This is an optimization exercise on Yosys and OpenROAD, whose aim is small area, a short achievable clock period and few clock cycles per item, not a production implementation. RTL that was checked went through simulation tests only; none was proved equivalent to the original.

==> run a: inputs <==
==> flow/design.v (excerpt) <==
module sha_256_stream_core #(
  parameter int ROUNDS_PER_CYCLE = 1,
  parameter bit ENABLE_SHA224 = 1
) (
  input  logic         clk,
  input  logic         rst,
  input  logic         ena,
  input  logic [511:0] input_data,
  input  logic         input_valid,
  input  logic         input_first,
  input  logic         input_last,
  input  logic         mode_224,
  output logic         input_ready,
  output logic [255:0] output_hash,
  output logic         output_valid,
  input  logic         output_ready
);
make LEC_CHECK=0 CAP_MARGIN=20 CORE_MARGIN=2 CORE_UTILIZATION=40 SETUP_SLACK_MARGIN=5 SLEW_MARGIN=20 finish   # period 9.5 ns
run.sh (not shown) runs the stock make flow with config.mk's settings and CLKGATE_MAP_FILE= SYNTH_SCRIPT=/design/flow/synth_recipe.tcl, a recipe that flattens the netlist after the stock synthesis.
==> inputs of run b, as changes to run a <==
==> flow/design.v (replaced) <==
module sha_256_stream_core #(
  parameter int ROUNDS_PER_CYCLE = 1,
  parameter bit ENABLE_SHA224 = 1
) (
  input  logic         clk,
  input  logic         rst,
  input  logic         ena,
  input  logic [511:0] input_data,
  input  logic         input_valid,
  input  logic         input_first,
  input  logic         input_last,
  input  logic         mode_224,
  output logic         input_ready,
  output logic [255:0] output_hash,
  output logic         output_valid,
  input  logic         output_ready
);
  localparam logic [255:0] IV256 = 256'h6a09e667_bb67ae85_3c6ef372_a54ff53a_510e527f_9b05688c_1f83d9ab_5be0cd19;
  localparam logic [255:0] IV224 = 256'hc1059ed8_367cd507_3070dd17_f70e5939_ffc00b31_68581511_64f98fa7_befa4fa4;
  localparam logic [2047:0] KTAB = {
    32'h428a2f98, 32'h71374491, 32'hb5c0fbcf, 32'he9b5dba5, 32'h3956c25b, 32'h59f111f1, 32'h923f82a4, 32'hab1c5ed5,
    32'hd807aa98, 32'h12835b01, 32'h243185be, 32'h550c7dc3, 32'h72be5d74, 32'h80deb1fe, 32'h9bdc06a7, 32'hc19bf174,
    32'he49b69c1, 32'hefbe4786, 32'h0fc19dc6, 32'h240ca1cc, 32'h2de92c6f, 32'h4a7484aa, 32'h5cb0a9dc, 32'h76f988da,
    32'h983e5152, 32'ha831c66d, 32'hb00327c8, 32'hbf597fc7, 32'hc6e00bf3, 32'hd5a79147, 32'h06ca6351, 32'h14292967,
    32'h27b70a85, 32'h2e1b2138, 32'h4d2c6dfc, 32'h53380d13, 32'h650a7354, 32'h766a0abb, 32'h81c2c92e, 32'h92722c85,
    32'ha2bfe8a1, 32'ha81a664b, 32'hc24b8b70, 32'hc76c51a3, 32'hd192e819, 32'hd6990624, 32'hf40e3585, 32'h106aa070,
    32'h19a4c116, 32'h1e376c08, 32'h2748774c, 32'h34b0bcb5, 32'h391c0cb3, 32'h4ed8aa4a, 32'h5b9cca4f, 32'h682e6ff3,
    32'h748f82ee, 32'h78a5636f, 32'h84c87814, 32'h8cc70208, 32'h90befffa, 32'ha4506ceb, 32'hbef9a3f7, 32'hc67178f2
  };
  function automatic logic [31:0] kc(input logic [5:0] i);
    kc = KTAB[2047 - 32 * i -: 32];
  endfunction
  function automatic logic [31:0] ivw(input logic m, input logic [2:0] i);
    ivw = m ? IV224[255 - 32 * i -: 32] : IV256[255 - 32 * i -: 32];
  endfunction
  function automatic logic [31:0] ror(input logic [31:0] x, input int n);
    ror = (x >> n) | (x << (32 - n));
  endfunction
  function automatic logic [31:0] maj(input logic [31:0] x, input logic [31:0] y, input logic [31:0] z);
    maj = (x & y) | (x & z) | (y & z);
  endfunction
  logic [6:0] t;
  logic busy;           
  logic cmt;            
  logic ld;             
  logic nb;             
  logic nfirst, nmode, nlast;
  logic cfirst, clast;  
  logic mmode;          
  logic omode;          
  logic inph;           
  logic [3:0] wi;       
  logic rdy, ov;
  logic dpend;          
  logic push, ov_next;
  logic [31:0] kk;      
  logic [31:0] a, b, c, d, e, f, g, p;    
  logic [0:15][31:0] w;                   
  logic [0:3][31:0] ha, he, han, hen;     
  assign input_ready = rdy;
  assign output_valid = ov;
  assign output_hash = {ha[0], ha[1], ha[2], ha[3], he[0], he[1], he[2], omode ? 32'h0 : he[3]};
  assign push = cmt;
  logic dset;
  assign dset = (push && ld && clast || dpend) && (!rdy || ena);
  assign ov_next = dset || ov && !(ena && output_ready);
  logic [1:0] fk;
  logic [31:0] xa, xe, suma, sume;
  assign fk = 2'd3 - t[1:0] + 2'd1;    
  assign xa = cfirst ? ivw(mmode, {1'b0, fk}) : ha[3];
  assign xe = cfirst ? ivw(mmode, {1'b1, fk}) : he[3];
  assign suma = xa + a;
  assign sume = xe + e;
  assign han = push ? {suma, ha[0], ha[1], ha[2]} : ha;
  assign hen = push ? {sume, he[0], he[1], he[2]} : he;
  logic [31:0] s0, s1, ch, mj, u_s, u_c, e_s, e_c, x_s, x_c, y_s, y_c, na, ne;
  assign s1 = ror(e, 6) ^ ror(e, 11) ^ ror(e, 25);
  assign ch = (e & f) ^ (~e & g);
  assign s0 = ror(a, 2) ^ ror(a, 13) ^ ror(a, 22);
  assign mj = maj(a, b, c);
  assign u_s = p ^ s1 ^ ch;
  assign u_c = {maj(p, s1, ch), 1'b0};
  assign e_s = d ^ u_s ^ u_c;
  assign e_c = {maj(d, u_s, u_c), 1'b0};
  assign x_s = u_s ^ u_c ^ s0;
  assign x_c = {maj(u_s, u_c, s0), 1'b0};
  assign y_s = x_s ^ x_c ^ mj;
  assign y_c = {maj(x_s, x_c, mj), 1'b0};
  assign ne = e_s + e_c;
  assign na = y_s + y_c;
  logic [31:0] gop, cop, p_s, p_c;
  logic [5:0] ki;
  assign ki = t == 7'd63 ? 6'd0 : t == 7'd64 ? 6'd1 : 6'(t + 7'd2);
  assign gop = !ld ? g : nfirst ? ivw(nmode, 3'd7) : hen[3];
  assign cop = nfirst ? ivw(nmode, 3'd3) : han[3];
  assign p_s = gop ^ kk ^ w[15];
  assign p_c = {maj(gop, kk, w[15]), 1'b0};
  logic [31:0] sg0, sg1, w_s, w_c, v_s, v_c, wn, win;
  assign sg0 = ror(w[1], 7) ^ ror(w[1], 18) ^ (w[1] >> 3);
  assign sg1 = ror(w[14], 17) ^ ror(w[14], 19) ^ (w[14] >> 10);
  assign w_s = sg1 ^ w[9] ^ sg0;
  assign w_c = {maj(sg1, w[9], sg0), 1'b0};
  assign v_s = w_s ^ w_c ^ w[0];
  assign v_c = {maj(w_s, w_c, w[0]), 1'b0};
  assign win = input_data[511 - 32 * wi -: 32];
  assign wn = inph ? win : v_s + v_c;
  always_ff @(posedge clk) begin
    w <= {w[1:15], wn};
    p <= p_s + p_c;
    b <= ld ? (nfirst ? ivw(nmode, 3'd1) : han[1]) : a;
    c <= ld ? (nfirst ? ivw(nmode, 3'd2) : han[2]) : b;
    d <= ld ? cop : c;
    f <= ld ? (nfirst ? ivw(nmode, 3'd5) : hen[1]) : e;
    g <= ld ? (nfirst ? ivw(nmode, 3'd6) : hen[2]) : f;
    a <= ld ? (nfirst ? ivw(nmode, 3'd0) : han[0]) : na;
    e <= ld ? (nfirst ? ivw(nmode, 3'd4) : hen[0]) : ne;
    ha <= han;
    he <= hen;
  end
  always_ff @(posedge clk) begin
    if (rst) begin
      t <= 7'd62;
      busy <= 1'b0;
      cmt <= 1'b0;
      ld <= 1'b0;
      nb <= 1'b0;
      rdy <= 1'b0;
      ov <= 1'b0;
      dpend <= 1'b0;
      inph <= 1'b0;
    end else begin
      ov <= ov_next;
      dpend <= (push && ld && clast || dpend) && !dset;
      ld <= t == 7'd63;
      if (ena && rdy) rdy <= 1'b0;
      if (t == 7'd60) begin
        cmt <= busy && !ov_next;
        if (busy && !ov_next) rdy <= 1'b1;
      end else if (ld) begin
        cmt <= 1'b0;
      end
      if (t == 7'd61 && !cmt) begin
        busy <= 1'b0;
        t <= 7'd62;
      end else if (t == 7'd62) begin
        if (busy || (input_valid && !rdy)) begin
          t <= 7'd63;
          inph <= 1'b1;
        end
      end else if (t == 7'd63) begin
        t <= 7'd64;
        nb <= input_valid && !rdy;
      end else if (ld) begin
        busy <= nb;
        t <= nb ? 7'd0 : 7'd62;
        if (!nb) inph <= 1'b0;
      end else begin
        t <= t + 7'd1;
        if (t == 7'd13) inph <= 1'b0;
      end
    end
  end
  always_ff @(posedge clk) begin
    wi <= t == 7'd62 ? 4'd0 : wi + 4'd1;
    kk <= kc(ki);
    if (t == 7'd63) begin
      nfirst <= input_first;
      nmode <= mode_224;
      nlast <= input_last;
    end
    if (ld) begin
      if (push && clast) omode <= mmode;
      if (nb) begin
        cfirst <= nfirst;
        clast <= nlast;
        if (nfirst) mmode <= ENABLE_SHA224 && nmode;
      end
    end
  end
endmodule
- SETUP_SLACK_MARGIN: 5 -> 3
==> inputs of run c, as changes to run a <==
--- a/flow/design.v
+++ b/flow/design.v
@@ -182,31 +182,42 @@
   assign output_valid = ov;
   assign output_hash = {ha[0], ha[1], ha[2], ha[3], he[0], he[1], he[2], omode ? 32'h0 : he[3]};
   assign push = cmt;
   logic dset;
   assign dset = (push && ld && clast || dpend) && (!rdy || ena);
   assign ov_next = dset || ov && !(ena && output_ready);
   logic [31:0] xa, xe, suma, sume;
-  assign xa = cfirst ? ivw(mmode, {1'b0, fk}) : ha[3];
-  assign xe = cfirst ? ivw(mmode, {1'b1, fk}) : he[3];
+  logic [1:0] fkn;
+  logic [7:0] ivs;
+  assign fkn = t == 7'd60 ? 2'd3 : fk - 2'd1;
+  always_comb begin
+    xa = cfirst ? 32'h0 : ha[3];
+    xe = cfirst ? 32'h0 : he[3];
+    for (int j = 0; j < 8; j++) begin
+      if (ivs[j]) begin
+        xa = xa | ivw(j[2], {1'b0, j[1:0]});
+        xe = xe | ivw(j[2], {1'b1, j[1:0]});
+      end
+    end
+  end
   assign suma = xa + a;
   assign sume = xe + e;
   assign han = push ? {suma, ha[0], ha[1], ha[2]} : ha;
   assign hen = push ? {sume, he[0], he[1], he[2]} : he;
   logic [31:0] s0, s1, ch, mj, u_s, u_c, e_s, e_c, x_s, x_c, y_s, y_c, na, ne;
   assign s1 = ror(e, 6) ^ ror(e, 11) ^ ror(e, 25);
   assign ch = (e & f) ^ (~e & g);
   assign s0 = ror(a, 2) ^ ror(a, 13) ^ ror(a, 22);
   assign mj = maj(a, b, c);
   assign {u_s, u_c} = csa(p, ch, s1);
   assign {e_s, e_c} = csa(d, u_s, u_c);
   assign {x_s, x_c} = csa(mj, u_c, u_s);
   assign {y_s, y_c} = csa(x_c, x_s, s0);
-  assign ne = addsk(e_s, e_c);
-  assign na = addsk(y_s, y_c);
+  sha_add32 u_adde (.x(e_s), .y(e_c), .s(ne));
+  sha_add32 u_adda (.x(y_s), .y(y_c), .s(na));
   logic [31:0] gop, cop, p_s, p_c;
   logic [5:0] ki;
   assign ki = t == 7'd63 ? 6'd0 : t == 7'd64 ? 6'd1 : 6'(t + 7'd2);
   assign gop = !ld ? g : nfirst ? ivw(nmode, 3'd7) : hen[3];
   assign cop = nfirst ? ivw(nmode, 3'd3) : han[3];
   assign p_s = gop ^ kk ^ w[15];
   assign p_c = {maj(gop, kk, w[15]), 1'b0};
@@ -274,15 +285,16 @@
         if (t == 7'd13) inph <= 1'b0;
       end
     end
   end
   always_ff @(posedge clk) begin
     wi <= t == 7'd62 ? 4'd0 : wi + 4'd1;
     kk <= kc(ki);
-    fk <= t == 7'd60 ? 2'd3 : fk - 2'd1;
+    fk <= fkn;
+    ivs <= cfirst ? 8'b1 << {mmode, fkn} : 8'b0;
     if (t == 7'd63) begin
       nfirst <= input_first;
       nmode <= mode_224;
       nlast <= input_last;
     end
     if (ld) begin
       if (push && clast) omode <= mmode;
@@ -290,7 +302,30 @@
         cfirst <= nfirst;
         clast <= nlast;
         if (nfirst) mmode <= ENABLE_SHA224 && nmode;
       end
     end
   end
 endmodule
+module sha_add32 (
+  input  logic [31:0] x,
+  input  logic [31:0] y,
+  output logic [31:0] s
+);
+  always_comb begin
+    logic [31:0] gg, pp, hx, gn, pn;
+    hx = x ^ y;
+    gg = x & y;
+    pp = x | y;
+    for (int k = 1; k < 32; k = 2 * k) begin
+      for (int i = 0; i < 32; i++) begin
+        int j;
+        j = (i / (2 * k)) * (2 * k) + k - 1;
+        gn[i] = (i % (2 * k)) >= k ? gg[i] | pp[i] & gg[j] : gg[i];
+        pn[i] = (i % (2 * k)) >= k ? pp[i] & pp[j] : pp[i];
+      end
+      gg = gn;
+      pp = pn;
+    end
+    s = hx ^ {gg[30:0], 1'b0};
+  end
+endmodule
==> flow/flow/run.sh (new file) <==
#!/bin/bash
# The standard layout (standard synthesis, floorplan, placement, CTS, routing), except that
# the input and output ports are buffered with sky130_fd_sc_hd__buf_1 instead of the delay
# buffer buffer_ports picks by default.
set -euo pipefail
bash standard.sh "BUFFER_PORTS_ARGS=-buffer_cell sky130_fd_sc_hd__buf_1" finish > orfs_make.log 2>&1
==> flow/standard.sh (new file) <==
#!/bin/bash
# synth_recipe.tcl (not shown) runs the flow's synth.tcl, then flattens the netlist and writes it again
# the make line also repeats each setting of config.mk as NAME=value (left out here)
make -C /OpenROAD-flow-scripts/flow DESIGN_CONFIG=/design/flow/config.mk WORK_HOME=/design/flow/orfs CLKGATE_MAP_FILE= SYNTH_SCRIPT=/design/flow/synth_recipe.tcl "${@:-finish}"
- CORE_UTILIZATION: 40 -> 55
- CTS_CLUSTER_DIAMETER: not set -> 90
- CTS_CLUSTER_SIZE: not set -> 25
- GPL_ROUTABILITY_DRIVEN: not set -> 0
- SYNTH_HIERARCHICAL: not set -> 1
removed: flow/run.sh
==> impl_metrics.yaml <==
outcome:
  outcome: "finished clean"
global_route:
  grt_max_degree: 121
  antenna_found_initial: 48
floorplan:
  die_y_um: 327
  core_area_um2: 104000
final_layout:
  design.seq.count: 1092
  final-nonclk-buf-share_pct: 6.21
  layout.nets: 7472
  regArea_um2: 22100
yosys:
  synth-xor-area-share_pct: 9.08
worst_setup_path:
  crit_arrival_ns: 5.20
  reg2reg_from: "e[29]"
  path_depth: 21
timing:
  clock_skew_ns: 0.0554
drt:
  wl_per_cell_um: 28.7
  dr_wl_met3_um: 32700
clocking:
  clock-sinks: 1092
worst_hold_path:
  whs_endpoint: "w[376]"
the above is filed under run c

==> impl_metrics.yaml <==
outcome:
  outcome: "finished clean"
final_layout:
  design.seq.count: 1084
  layout.nets: 7477
  final-nonclk-buf-share_pct: 13.9
floorplan:
  die_y_um: 380
worst_hold_path:
  whs_endpoint: "w[162]"
worst_setup_path:
  reg2reg_from: "e[30]"
  path_depth: 20
global_route:
  antenna_found_initial: 41
the above is filed under run a

==> impl_metrics.yaml <==
drt:
  wl_per_cell_um: 32.6
  dr_wl_met3_um: 22400
clocking:
  cts_buffers: 107
floorplan:
  die_y_um: 379
  core_area_um2: 139000
yosys:
  synthMuxAreaShare_pct: 10.9
  synth-xor-area-share_pct: 7.25
worst_hold_path:
  whs_endpoint: "w[96]"
outcome:
  outcome: "finished clean"
worst_setup_path:
  path_depth: 20
  reg2reg_from: "e[12]"
  crit_arrival_ns: 6.84
final_layout:
  layout.nets: 7041
  final-nonclk-buf-share_pct: 12.2
  regArea_um2: 21700
global_route:
  grt_use_met1_pct: 52.6
  grt_max_degree: 106
timing:
  clock_skew_ns: 0.0756
the above is filed under run b

Testbench counts of run c, summed over its fixed seeds: cycles 39,942, blocks 614.
Only the layout flow was run in run a and run b; the RTL was not checked for function there.

[port drivers added, routing unchanged]
How much do the figures lean on ideal ports? The routed layouts below were timed once more, with nothing changed but the port constraints. Step 1 assumes that a clkbuf_16 drives the clock port and a buf_2 every other input. Step 2 moves the port delays by t, midway between the first and last clock arrival at a register: inputs arrive t later, outputs are due t later. That takes back most of the time a late clock gives input paths. Three values: ideal, step 1, step 2; two values: the first two.
run	t (ns)	slack for setup (ns)	worst hold slack (ns)	worst register clock-pin slew, ns
run a	0.836	4.925 / 4.925 / 4.860	0.307 / 0.307 / 0.307	0.07 / 0.07
run b	0.814	3.261 / 3.261 / 3.261	0.289 / 0.289 / 0.289	0.07 / 0.07
run c	0.790	4.977 / 4.977 / 4.977	0.287 / 0.287 / 0.287	0.11 / 0.11
After both steps every run listed still meets setup and hold. For run a, which loses most, drivers alone change the setup slack by 0.000 ns; drivers and shift together by -0.065 ns.
